Background: an optimization exercise with open tools, aiming at small area and a short achievable clock period. Do not read the settings as production practice.
RTL that was checked went through simulation tests only; none was proved equivalent to the original.
No driver is modelled on the clock port, so clocking that relies on it looks cheaper here than on a real chip.
Power and IR drop assume default switching activity.

==> v21 <==
## spi_ram_ctrl
module spi_ram_ctrl (
  input  logic       clk,
  input  logic       rst_n,
  input  logic [9:0] din,
  input  logic       rx_valid,
  output logic [7:0] dout,
  output logic       tx_valid,
  output logic       cmd_err
);
  logic live_q, wr_ok_q, rd_ok_q, tx_valid_q, cmd_err_q;
  logic [15:0] wsel_hi_q, wsel_lo_q, rsel_hi_q, rsel_lo_q;
  logic [15:0] din_hi_oh, din_lo_oh;
  logic [7:0] rdata, dout_q;
  logic accept, ld_wa, ld_ra, wr_cmd, rd_cmd, do_wr, do_rd, bad_cmd;
  assign accept  = rx_valid && live_q;
  assign ld_wa   = accept && din[9:8] == spi_ram_pkg::OP_WR_ADDR;
  assign ld_ra   = accept && din[9:8] == spi_ram_pkg::OP_RD_ADDR;
  assign wr_cmd  = accept && din[9:8] == spi_ram_pkg::OP_WR_DATA;
  assign rd_cmd  = accept && din[9:8] == spi_ram_pkg::OP_RD_DATA;
  assign do_wr   = wr_cmd && wr_ok_q;
  assign do_rd   = rd_cmd && rd_ok_q;
  assign bad_cmd = (wr_cmd && !wr_ok_q) || (rd_cmd && !rd_ok_q);
  always_comb begin
    for (int i = 0; i < 16; i++) begin
      din_hi_oh[i] = din[7:4] == 4'(i);
      din_lo_oh[i] = din[3:0] == 4'(i);
    end
  end
  always_ff @(posedge clk) begin
    if (ld_wa) begin
      wsel_hi_q <= din_hi_oh;
      wsel_lo_q <= din_lo_oh;
    end
    if (ld_ra) begin
      rsel_hi_q <= din_hi_oh;
      rsel_lo_q <= din_lo_oh;
    end
  end
  always_ff @(posedge clk or negedge rst_n) begin
    if (!rst_n) begin
      live_q     <= 1'b0;
      wr_ok_q    <= 1'b0;
      rd_ok_q    <= 1'b0;
      tx_valid_q <= 1'b0;
      cmd_err_q  <= 1'b0;
      dout_q     <= 8'h00;
    end else begin
      live_q     <= 1'b1;
      wr_ok_q    <= wr_ok_q || ld_wa;
      rd_ok_q    <= rd_ok_q || ld_ra;
      tx_valid_q <= do_rd;
      cmd_err_q  <= bad_cmd;
      if (do_rd) dout_q <= rdata;
    end
  end
  spi_ram_array u_array (
    .clk      (clk),
    .we_i     (do_wr),
    .wsel_hi_i(wsel_hi_q),
    .wsel_lo_i(wsel_lo_q),
    .wdata_i  (din[7:0]),
    .rsel_hi_i(rsel_hi_q),
    .rsel_lo_i(rsel_lo_q),
    .rdata_o  (rdata)
  );
  assign dout     = dout_q;
  assign tx_valid = tx_valid_q;
  assign cmd_err  = cmd_err_q;
endmodule
==> module spi_ram_array, before the edit <==
module spi_ram_array (
  input  logic        clk,
  input  logic        we_i,
  input  logic [15:0] wsel_hi_i,
  input  logic [15:0] wsel_lo_i,
  input  logic [7:0]  wdata_i,
  input  logic [15:0] rsel_hi_i,
  input  logic [15:0] rsel_lo_i,
  output logic [7:0]  rdata_o
);
  logic [7:0]  mem_q [256];
  logic [15:0] we_hi;
  logic [7:0]  grp [16];
  assign we_hi = wsel_hi_i & {16{we_i}};
  always_ff @(posedge clk) begin
    for (int r = 0; r < 256; r++) begin
      if (we_hi[r/16] && wsel_lo_i[r%16]) mem_q[r] <= wdata_i;
    end
  end
  always_comb begin
    for (int h = 0; h < 16; h++) begin
      grp[h] = '0;
      for (int l = 0; l < 16; l++) grp[h] = grp[h] | (mem_q[h*16+l] & {8{rsel_lo_i[l]}});
    end
    rdata_o = '0;
    for (int h = 0; h < 16; h++) rdata_o = rdata_o | (grp[h] & {8{rsel_hi_i[h]}});
  end
endmodule
==> module spi_ram_ctrl, before the edit <==
module spi_ram_ctrl (
  input  logic       clk,
  input  logic       rst_n,
  input  logic [9:0] din,
  input  logic       rx_valid,
  output logic [7:0] dout,
  output logic       tx_valid,
  output logic       cmd_err
);
  logic live_q, wr_ok_q, rd_ok_q, tx_valid_q, cmd_err_q;
  logic [15:0] wsel_hi_q, wsel_lo_q, rsel_hi_q, rsel_lo_q;
  logic [15:0] din_hi_oh, din_lo_oh;
  logic [7:0] rdata, dout_q;
  logic accept, ld_wa, ld_ra, wr_cmd, rd_cmd, do_wr, do_rd, bad_cmd;
  assign accept  = rx_valid && live_q;
  assign ld_wa   = accept && din[9:8] == spi_ram_pkg::OP_WR_ADDR;
  assign ld_ra   = accept && din[9:8] == spi_ram_pkg::OP_RD_ADDR;
  assign wr_cmd  = accept && din[9:8] == spi_ram_pkg::OP_WR_DATA;
  assign rd_cmd  = accept && din[9:8] == spi_ram_pkg::OP_RD_DATA;
  assign do_wr   = wr_cmd && wr_ok_q;
  assign do_rd   = rd_cmd && rd_ok_q;
  assign bad_cmd = (wr_cmd && !wr_ok_q) || (rd_cmd && !rd_ok_q);
  always_comb begin
    for (int i = 0; i < 16; i++) begin
      din_hi_oh[i] = din[7:4] == 4'(i);
      din_lo_oh[i] = din[3:0] == 4'(i);
    end
  end
  always_ff @(posedge clk) begin
    if (ld_wa) begin
      wsel_hi_q <= din_hi_oh;
      wsel_lo_q <= din_lo_oh;
    end
    if (ld_ra) begin
      rsel_hi_q <= din_hi_oh;
      rsel_lo_q <= din_lo_oh;
    end
  end
  always_ff @(posedge clk or negedge rst_n) begin
    if (!rst_n) begin
      live_q     <= 1'b0;
      wr_ok_q    <= 1'b0;
      rd_ok_q    <= 1'b0;
      tx_valid_q <= 1'b0;
      cmd_err_q  <= 1'b0;
      dout_q     <= 8'h00;
    end else begin
      live_q     <= 1'b1;
      wr_ok_q    <= wr_ok_q || ld_wa;
      rd_ok_q    <= rd_ok_q || ld_ra;
      tx_valid_q <= do_rd;
      cmd_err_q  <= bad_cmd;
      if (do_rd) dout_q <= rdata;
    end
  end
  spi_ram_array u_array (
    .clk      (clk),
    .we_i     (do_wr),
    .wsel_hi_i(wsel_hi_q),
    .wsel_lo_i(wsel_lo_q),
    .wdata_i  (din[7:0]),
    .rsel_hi_i(rsel_hi_q),
    .rsel_lo_i(rsel_lo_q),
    .rdata_o  (rdata)
  );
  assign dout     = dout_q;
  assign tx_valid = tx_valid_q;
  assign cmd_err  = cmd_err_q;
endmodule
export LEC_CHECK = 0
export ABC_CLOCK_PERIOD_IN_PS = 2400
export CAP_MARGIN = 20
export CORE_MARGIN = 2
export CORE_UTILIZATION = 60
export SETUP_SLACK_MARGIN = 2.0
export SLEW_MARGIN = 20
create_clock -name core_clock -period 4.4 [get_ports {clk}]
run.sh (not shown) runs the stock make flow with config.mk's settings and CLKGATE_MAP_FILE= SYNTH_SCRIPT=/design/flow/synth_recipe.tcl, a recipe that flattens the netlist after the stock synthesis.
==> v23: changes against v21 <==
--- a/flow/design.v
+++ b/flow/design.v
@@ -22,5 +22,4 @@
   input  logic [7:0]  wdata_i,
-  input  logic [15:0] rsel_hi_i,
   input  logic [15:0] rsel_lo_i,
-  output logic [7:0]  rdata_o
+  output logic [127:0] grp_o
 );
@@ -28,3 +27,2 @@
   logic [15:0] we_hi;
-  logic [7:0]  grp [16];
   assign we_hi = wsel_hi_i & {16{we_i}};
@@ -37,7 +35,5 @@
     for (int h = 0; h < 16; h++) begin
-      grp[h] = '0;
-      for (int l = 0; l < 16; l++) grp[h] = grp[h] | (mem_q[h*16+l] & {8{rsel_lo_i[l]}});
+      grp_o[h*8 +: 8] = '0;
+      for (int l = 0; l < 16; l++) grp_o[h*8 +: 8] = grp_o[h*8 +: 8] | (mem_q[h*16+l] & {8{rsel_lo_i[l]}});
     end
-    rdata_o = '0;
-    for (int h = 0; h < 16; h++) rdata_o = rdata_o | (grp[h] & {8{rsel_hi_i[h]}});
   end
@@ -54,6 +50,9 @@
   logic live_q, wr_ok_q, rd_ok_q, tx_valid_q, cmd_err_q;
-  logic [15:0] wsel_hi_q, wsel_lo_q, rsel_hi_q, rsel_lo_q;
+  logic [15:0] wsel_hi, wsel_lo, rsel_hi_q, rsel_lo_q, rsel_lo_d;
   logic [15:0] din_hi_oh, din_lo_oh;
-  logic [7:0] rdata, dout_q;
-  logic accept, ld_wa, ld_ra, wr_cmd, rd_cmd, do_wr, do_rd, bad_cmd;
+  logic [7:0] wr_addr_q;
+  logic [127:0] grp_d, grp_q;
+  logic [7:0] rd_grp, rd_byte, byp_q, dout_q;
+  logic same_q, same_d, byp_hit_q;
+  logic accept, ld_ra_any, ld_wa, ld_ra, wr_cmd, rd_cmd, do_wr, do_rd, bad_cmd;
   assign accept  = rx_valid && live_q;
@@ -70,13 +69,17 @@
       din_lo_oh[i] = din[3:0] == 4'(i);
+      wsel_hi[i]   = wr_addr_q[7:4] == 4'(i);
+      wsel_lo[i]   = wr_addr_q[3:0] == 4'(i);
     end
   end
+  always_comb begin
+    same_d = same_q;
+    if (ld_wa) same_d = |(din_hi_oh & rsel_hi_q) && |(din_lo_oh & rsel_lo_q);
+    if (ld_ra) same_d = din[7:0] == wr_addr_q;
+  end
+  assign ld_ra_any = rx_valid && din[9:8] == spi_ram_pkg::OP_RD_ADDR;
+  assign rsel_lo_d = ld_ra_any ? din_lo_oh : rsel_lo_q;
   always_ff @(posedge clk) begin
-    if (ld_wa) begin
-      wsel_hi_q <= din_hi_oh;
-      wsel_lo_q <= din_lo_oh;
-    end
-    if (ld_ra) begin
-      rsel_hi_q <= din_hi_oh;
-      rsel_lo_q <= din_lo_oh;
-    end
+    if (ld_wa) wr_addr_q <= din[7:0];
+    byp_q <= din[7:0];
+    grp_q <= grp_d;
   end
@@ -89,2 +92,6 @@
       cmd_err_q  <= 1'b0;
+      rsel_hi_q  <= '0;
+      rsel_lo_q  <= '0;
+      same_q     <= 1'b0;
+      byp_hit_q  <= 1'b0;
       dout_q     <= 8'h00;
@@ -96,3 +103,7 @@
       cmd_err_q  <= bad_cmd;
-      if (do_rd) dout_q <= rdata;
+      if (ld_ra) rsel_hi_q <= din_hi_oh;
+      if (ld_ra) rsel_lo_q <= din_lo_oh;
+      same_q     <= same_d;
+      byp_hit_q  <= do_wr && same_q;
+      if (do_rd) dout_q <= rd_byte;
     end
@@ -102,9 +113,13 @@
     .we_i     (do_wr),
-    .wsel_hi_i(wsel_hi_q),
-    .wsel_lo_i(wsel_lo_q),
+    .wsel_hi_i(wsel_hi),
+    .wsel_lo_i(wsel_lo),
     .wdata_i  (din[7:0]),
-    .rsel_hi_i(rsel_hi_q),
-    .rsel_lo_i(rsel_lo_q),
-    .rdata_o  (rdata)
+    .rsel_lo_i(rsel_lo_d),
+    .grp_o    (grp_d)
   );
+  always_comb begin
+    rd_grp = '0;
+    for (int h = 0; h < 16; h++) rd_grp = rd_grp | (grp_q[h*8 +: 8] & {8{rsel_hi_q[h]}});
+  end
+  assign rd_byte = byp_hit_q ? byp_q : rd_grp;
   assign dout     = dout_q;
ABC_CLOCK_PERIOD_IN_PS = 2200   (was 2400)
CORE_UTILIZATION = 50   (was 60)
CTS_CLUSTER_DIAMETER = 80   (was default)
CTS_CLUSTER_SIZE = 30   (was default)
TNS_END_PERCENT = 20   (was default)
==> v28: changes against v21 <==
--- a/flow/design.v
+++ b/flow/design.v
@@ -22,5 +22,4 @@
   input  logic [7:0]  wdata_i,
-  input  logic [15:0] rsel_hi_i,
   input  logic [15:0] rsel_lo_i,
-  output logic [7:0]  rdata_o
+  output logic [127:0] grp_o
 );
@@ -28,3 +27,2 @@
   logic [15:0] we_hi;
-  logic [7:0]  grp [16];
   assign we_hi = wsel_hi_i & {16{we_i}};
@@ -37,7 +35,5 @@
     for (int h = 0; h < 16; h++) begin
-      grp[h] = '0;
-      for (int l = 0; l < 16; l++) grp[h] = grp[h] | (mem_q[h*16+l] & {8{rsel_lo_i[l]}});
+      grp_o[h*8 +: 8] = '0;
+      for (int l = 0; l < 16; l++) grp_o[h*8 +: 8] = grp_o[h*8 +: 8] | (mem_q[h*16+l] & {8{rsel_lo_i[l]}});
     end
-    rdata_o = '0;
-    for (int h = 0; h < 16; h++) rdata_o = rdata_o | (grp[h] & {8{rsel_hi_i[h]}});
   end
@@ -54,6 +50,8 @@
   logic live_q, wr_ok_q, rd_ok_q, tx_valid_q, cmd_err_q;
-  logic [15:0] wsel_hi_q, wsel_lo_q, rsel_hi_q, rsel_lo_q;
+  logic [15:0] wsel_hi_q, wsel_lo_q, rsel_hi_q, rsel_lo_q, rsel_lo_d;
   logic [15:0] din_hi_oh, din_lo_oh;
-  logic [7:0] rdata, dout_q;
-  logic accept, ld_wa, ld_ra, wr_cmd, rd_cmd, do_wr, do_rd, bad_cmd;
+  logic [127:0] grp_d, grp_q;
+  logic [7:0] rd_grp, rd_byte, pdat_q, pdat2_q, dout_q;
+  logic pend_q, same_q, same_d, pend_same, hit1_q, hit2_q;
+  logic accept, ld_ra_any, ld_wa, ld_ra, wr_cmd, rd_cmd, do_wr, do_rd, bad_cmd;
   assign accept  = rx_valid && live_q;
@@ -72,2 +70,10 @@
   end
+  always_comb begin
+    pend_same = same_q;
+    if (ld_ra) pend_same = |(din_hi_oh & wsel_hi_q) && |(din_lo_oh & wsel_lo_q);
+    same_d = pend_same;
+    if (ld_wa) same_d = |(din_hi_oh & rsel_hi_q) && |(din_lo_oh & rsel_lo_q);
+  end
+  assign ld_ra_any = rx_valid && din[9:8] == spi_ram_pkg::OP_RD_ADDR;
+  assign rsel_lo_d = ld_ra_any ? din_lo_oh : rsel_lo_q;
   always_ff @(posedge clk) begin
@@ -77,6 +83,8 @@
     end
-    if (ld_ra) begin
-      rsel_hi_q <= din_hi_oh;
-      rsel_lo_q <= din_lo_oh;
-    end
+    pend_q  <= do_wr;
+    pdat_q  <= din[7:0];
+    pdat2_q <= pdat_q;
+    hit1_q  <= do_wr && same_q;
+    hit2_q  <= pend_q && pend_same;
+    grp_q   <= grp_d;
   end
@@ -89,2 +97,5 @@
       cmd_err_q  <= 1'b0;
+      rsel_hi_q  <= '0;
+      rsel_lo_q  <= '0;
+      same_q     <= 1'b0;
       dout_q     <= 8'h00;
@@ -96,3 +107,8 @@
       cmd_err_q  <= bad_cmd;
-      if (do_rd) dout_q <= rdata;
+      if (ld_ra) begin
+        rsel_hi_q <= din_hi_oh;
+        rsel_lo_q <= din_lo_oh;
+      end
+      same_q     <= same_d;
+      if (do_rd) dout_q <= rd_byte;
     end
@@ -101,10 +117,14 @@
     .clk      (clk),
-    .we_i     (do_wr),
+    .we_i     (pend_q),
     .wsel_hi_i(wsel_hi_q),
     .wsel_lo_i(wsel_lo_q),
-    .wdata_i  (din[7:0]),
-    .rsel_hi_i(rsel_hi_q),
-    .rsel_lo_i(rsel_lo_q),
-    .rdata_o  (rdata)
+    .wdata_i  (pdat_q),
+    .rsel_lo_i(rsel_lo_d),
+    .grp_o    (grp_d)
   );
+  always_comb begin
+    rd_grp = '0;
+    for (int h = 0; h < 16; h++) rd_grp = rd_grp | (grp_q[h*8 +: 8] & {8{rsel_hi_q[h]}});
+  end
+  assign rd_byte = hit1_q ? pdat_q : hit2_q ? pdat2_q : rd_grp;
   assign dout     = dout_q;
==> flow/flow/run.sh (new file) <==
#!/bin/bash
# Standard layout (the standard.sh, standard synthesis included), with three changes:
# - ports are buffered with buf_4 instead of the resizer's default pick (clkdlybuf4s50_1,
#   a delay cell), so input and output paths do not start or end on a slow buffer;
# - timing repair may swap a cell for one of another footprint (MATCH_CELL_FOOTPRINT=0);
# - after CTS, flow/post_cts.tcl runs one more setup repair with a larger margin.
set -euo pipefail
bash standard.sh "BUFFER_PORTS_ARGS=-buffer_cell sky130_fd_sc_hd__buf_4" MATCH_CELL_FOOTPRINT=0 \
  "POST_CTS_TCL=$PWD/flow/post_cts.tcl" finish > standard_flow.log 2>&1
==> flow/flow/post_cts.tcl (new file) <==
# Extra setup repair after CTS: aim past the flow's own margin, over every violating endpoint,
# then legalise the placement again.
set_dont_use $::env(DONT_USE_CELLS)
estimate_parasitics -placement
repair_timing -setup -setup_margin 2.3 -repair_tns 100 -verbose
detailed_placement
check_placement -verbose
==> flow/standard.sh (new file) <==
#!/bin/bash
# synth_recipe.tcl (not shown) runs the flow's synth.tcl, then flattens the netlist and writes it again
# the make line also repeats each setting of config.mk as NAME=value (left out here)
make -C /OpenROAD-flow-scripts/flow DESIGN_CONFIG=/design/flow/config.mk WORK_HOME=/design/flow/orfs CLKGATE_MAP_FILE= SYNTH_SCRIPT=/design/flow/synth_recipe.tcl "${@:-finish}"
ABC_CLOCK_PERIOD_IN_PS = 2200   (was 2400)
CORE_UTILIZATION = 50   (was 60)
CTS_CLUSTER_DIAMETER = 80   (was default)
CTS_CLUSTER_SIZE = 30   (was default)
SETUP_SLACK_MARGIN = 1.9   (was 2.0)
TNS_END_PERCENT = 20   (was default)
removed: flow/run.sh
==> qor summary <==
item	v28	v21	v23
Area growth, synth to finish	11.7%	15.8%	16.5%
Power drawn by the sequential cells	24.7 mW	22.3 mW	24.3 mW
Clock tree root buffer cell	-	sky130_fd_sc_hd__clkbuf_16	sky130_fd_sc_hd__clkbuf_16
Crit path buffers/inverters	0	3	3
Post-DP HPWL	143000 um	135000 um	138000 um
Mapped Area	0.0820 mm2	0.0777 mm2	0.0801 mm2
Overall die area	0.167 mm2	0.132 mm2	0.163 mm2
Floorplan die height	409 um	364 um	404 um
Clock-net power	12.4 mW	17.8 mW	11.6 mW
Core utilization of the finished layout	56.3%	69.8%	58.8%
Setup slack of the worst register-to-register path	2.05 ns	1.70 ns	1.77 ns
Slew margin rel.	25.8%	16.0%	15.5%
Largest net degree at the start of global routing	146	111	177
Max rail drop VDD	348 uV	476 uV	266 uV
Arrival time at the worst endpoint	3.03 ns	3.40 ns	3.37 ns
Simple-gate portion of the synthesized area	3.83%	3.65%	3.17%
Min setup slack post-route	2.05 ns	1.70 ns	1.69 ns
Run status	complete, no violations	complete, no violations	complete, no violations
Routed vias/inst	7.01	7.57	7.00
For v21 and v23, only the layout was checked, not whether the RTL still works.

## re-timing with driven ports
In the flow no input, the clock included, has a driving cell. The finished layouts below were timed again as built, in two steps. Step 1 assumes that a clkbuf_16 drives the clock port and a buf_2 every other input. Step 2 adds t to the input delays and takes it off the output delays; t is the mean of the earliest and latest rising clock arrival at the registers after step 1. Input paths then give back, and output paths get back, about the clock's delay inside the block. a / b / c = no drivers / after step 1 / after step 2; a / b = the first two.
| run | t, ns | setup slack, ns | worst setup path at the end | latest minus earliest clock arrival (ns) |
|---|---|---|---|---|
| v21 | 0.911 | 1.702 / 1.702 / 1.097 | input to register | 0.034 / 0.034 |
| v23 | 0.835 | 1.688 / 1.649 / 0.815 | input to register | 0.057 / 0.057 |
| v28 | 0.850 | 2.047 / 2.001 / 1.276 | input to register | 0.057 / 0.058 |
After both steps every run listed still meets setup and hold. For v23, which loses most, drivers alone change the setup slack by -0.039 ns; drivers and shift together by -0.873 ns.
